From an optimization exercise on the open Yosys and OpenROAD flow, aimed at small area and a short achievable clock period; shortcuts taken in it are not production practice.
Function was checked by simulation only, so behaviour that the tests miss may differ from the original.
Power is estimated from default activity; no workload was simulated.

run a:
Design ex_stage_top, start of the top module:
module ex_stage_top (
    input  logic         clk,
    input  logic         rst,
    input  logic         stall_i,
    input  logic         flush_i,
    input  logic [250:0] id_to_ex_i,
    output logic [140:0] ex_to_mem_o,
    output logic [69:0]  bypass_o,
    output logic [64:0]  redirect_o,
    output logic [137:0] dmem_req_o,
    output logic         stall_load_o
);
export LEC_CHECK = 0
export ABC_AREA = 1
export CAP_MARGIN = 20
export CORE_MARGIN = 2
export CORE_UTILIZATION = 40
export CTS_CLUSTER_DIAMETER = 60
export CTS_CLUSTER_SIZE = 40
export SETUP_SLACK_MARGIN = 4.3
export SLEW_MARGIN = 20
export SYNTH_HIERARCHICAL = 1
create_clock -name core_clock -period 9.0 [get_ports {clk}]
standard.sh (not shown) runs the stock make flow with config.mk's settings and CLKGATE_MAP_FILE= SYNTH_SCRIPT=/design/flow/synth_recipe.tcl, a recipe that flattens the netlist after the stock synthesis.
==> flow/flow/run.sh <==
#!/bin/bash
set -euo pipefail
cd "$(dirname "$0")/.."
bash standard.sh "BUFFER_PORTS_ARGS=-buffer_cell sky130_fd_sc_hd__buf_1" finish > standard.log 2>&1
### run a -> run b
-- flow/design.v --
<<< run a, line 323
        gg = {64{arith}} & gl;
    end
    logic        eq, blt_u, blt_s, cond, taken;
    logic [63:0] tbase, timm, target;
>>> run b, line 323
        gg = {64{arith}} & gl;
    end
    logic [31:0] lcy, lo;
    logic        lco, c32, ltw;
    ex_prefix #(.W(31), .KIND(0)) lo_pfx (
        .g_i (gl[31:1]), .p_i (xx[31:1]), .c_i (gl[0] | (xx[0] & inv)), .c_o (lcy[31:1]),
        .co_o (lco));
    assign lcy[0] = inv;
    assign lo     = pp[31:0] ^ (lcy & {32{arith}});
    assign c32    = arith & lco;
    assign ltw = word & ((op_slt & (xx[31] ? lo[31] : gl[31])) | (op_sltu & ~lco));
    logic        eq, blt_u, blt_s, cond, taken;
    logic [63:0] tbase, timm, target;
<<< run a, line 368
        if (!(valid & mem_en & mem_we)) wdata = '0;
    end
    localparam int QW = 1 + 1 + 1 + 2 + 1 + 1 + 5 + 1 + 64 + 64 + 64 + 1 + 1 + 1 + 1 + 1 + 64 + 64;
    logic          clr, hold, load;
    logic [QW-1:0] d, q;
>>> run b, line 377
        if (!(valid & mem_en & mem_we)) wdata = '0;
    end
    localparam int QW = 1 + 1 + 1 + 2 + 1 + 1 + 5 + 1 + 64 + 32 + 1 + 32 + 32 + 1 + 1 + 1 + 1 + 1 + 64 + 64;
    logic          clr, hold, load;
    logic [QW-1:0] d, q;
<<< run a, line 375
    assign load = ~stall_i & ~clr;
    assign d = {valid, mem_en, mem_we, mem_size, load_unsigned, rf_we, rf_waddr, sel_rf_res,
                pc, pp, gg, inv, op_slt, op_sltu, word, taken,
                {target[63:1], target[0] & (br_op != 4'd2)} & {64{taken}},
                wdata};
>>> run b, line 384
    assign load = ~stall_i & ~clr;
    assign d = {valid, mem_en, mem_we, mem_size, load_unsigned, rf_we, rf_waddr, sel_rf_res,
                pc, lo, c32, pp[63:32], gg[63:33], gg[32] | (pp[32] & c32),
                ltw, op_slt, op_sltu, word, taken,
                {target[63:1], target[0] & (br_op != 4'd2)} & {64{taken}},
                wdata};
<<< run a, line 384
    logic [1:0]  mem_size_q;
    logic [4:0]  rf_waddr_q;
    logic [63:0] pc_q, pp_q, gg_q, target_q, wdata_q, res_q;
    logic        cin_q, slt_q, sltu_q, word_q, taken_q;
    assign {valid_q, mem_en_q, mem_we_q, mem_size_q, load_unsigned_q, rf_we_q, rf_waddr_q,
            sel_rf_res_q, pc_q, pp_q, gg_q, cin_q, slt_q, sltu_q, word_q, taken_q,
            target_q, wdata_q} = q;
    logic [63:0] cy, sum, raw;
    logic        c64, lt, ltu, ltbit;
    ex_prefix #(.W(64), .KIND(0)) add_pfx (
        .g_i (gg_q), .p_i (pp_q), .c_i (cin_q), .c_o (cy), .co_o (c64));
    assign sum   = pp_q ^ cy;
    assign ltu   = word_q ? ~cy[32] : ~c64;
    assign lt    = word_q ? (pp_q[31] ? sum[31] : gg_q[31])
                          : (pp_q[63] ? sum[63] : gg_q[63]);
    assign ltbit = (slt_q & lt) | (sltu_q & ltu);
    assign raw   = {sum[63:1] & {63{~(slt_q | sltu_q)}}, (sum[0] & ~(slt_q | sltu_q)) | ltbit};
    assign res_q = {word_q ? {32{raw[31]}} : raw[63:32], raw[31:0]};
    logic       en_q;
    logic [7:0] sel_q;
>>> run b, line 394
    logic [1:0]  mem_size_q;
    logic [4:0]  rf_waddr_q;
    logic [63:0] pc_q, target_q, wdata_q, res_q;
    logic [31:0] lo_q, pph_q, ggh_q;
    logic        c32_q, ltw_q, slt_q, sltu_q, word_q, taken_q;
    assign {valid_q, mem_en_q, mem_we_q, mem_size_q, load_unsigned_q, rf_we_q, rf_waddr_q,
            sel_rf_res_q, pc_q, lo_q, c32_q, pph_q, ggh_q, ltw_q, slt_q, sltu_q, word_q, taken_q,
            target_q, wdata_q} = q;
    logic [31:0] hcy, hsum, raw_hi;
    logic [31:0] raw_lo;
    logic        c64, lt, ltbit, cmp;
    ex_prefix #(.W(31), .KIND(0)) hi_pfx (
        .g_i (ggh_q[31:1]), .p_i (pph_q[31:1]), .c_i (ggh_q[0]), .c_o (hcy[31:1]),
        .co_o (c64));
    assign hcy[0] = c32_q;
    assign hsum   = pph_q ^ hcy;
    assign lt     = pph_q[31] ? hsum[31] : ggh_q[31];
    assign cmp    = slt_q | sltu_q;
    assign ltbit  = ltw_q | (~word_q & ((slt_q & lt) | (sltu_q & ~c64)));
    assign raw_hi = hsum & {32{~cmp}};
    assign raw_lo = {lo_q[31:1] & {31{~cmp}}, (lo_q[0] & ~cmp) | ltbit};
    assign res_q = {word_q ? {32{raw_lo[31]}} : raw_hi, raw_lo};
    logic       en_q;
    logic [7:0] sel_q;
[summary]
Run b vs run a: number of inserted filler cells in the final layout down
On actual transition at the worst max-transition pin: between run a and run b, it ends up higher for run b.
Side by side, sequential share of layout area turned out lower in run b than in run a.
A heaviest power group of combinational logic is what run b shows, while clock belongs to run a.
Relative to run a, the die area measured on run b has decreased by a few percent.
Looking at worst setup slack, run b sits 0.047 ns lower than run a does.
Routed length on met1 (lower): run a
Looking at wire length of the first global-routing pass, run b sits 0.65% higher than run a does.
Run b against run a: sequential cell count fell 31, shortest period the worst path allows rose 0.047 ns, clock power fell 16%, data arrival time of the worst path rose 2.29 ns.

## static timing again, ports no longer ideal
In the flow no input, the clock included, has a driving cell. The finished layouts below were timed again as built, in two steps.
Step 1 (the two cells are an assumption about what drives the block):
set clk [get_ports {clk}]
set_driving_cell -lib_cell sky130_fd_sc_hd__clkbuf_16 $clk
set_driving_cell -lib_cell sky130_fd_sc_hd__buf_2 [delete_from_list [all_inputs] $clk]
Step 2 also shifts input and output timing later by t, the mid clock arrival at the registers, as if the neighbouring blocks saw the same clock.
a / b / c = ideal / step 1 / step 2; a / b = the first two.
| run | shift t [ns] | slack for setup (ns) | latest minus earliest clock arrival (ns) | slew at the worst register clock pin (ns) |
|---|---|---|---|---|
| run a | 0.643 | 4.324 / 4.296 / 3.730 | 0.043 / 0.043 | 0.08 / 0.08 |
| run b | 0.637 | 4.278 / 4.301 / 3.663 | 0.039 / 0.039 | 0.08 / 0.08 |
After both steps every run listed still meets setup and hold. The setup slack of run b, which loses most, moves by +0.023 ns with the drivers and by -0.615 ns with both steps.
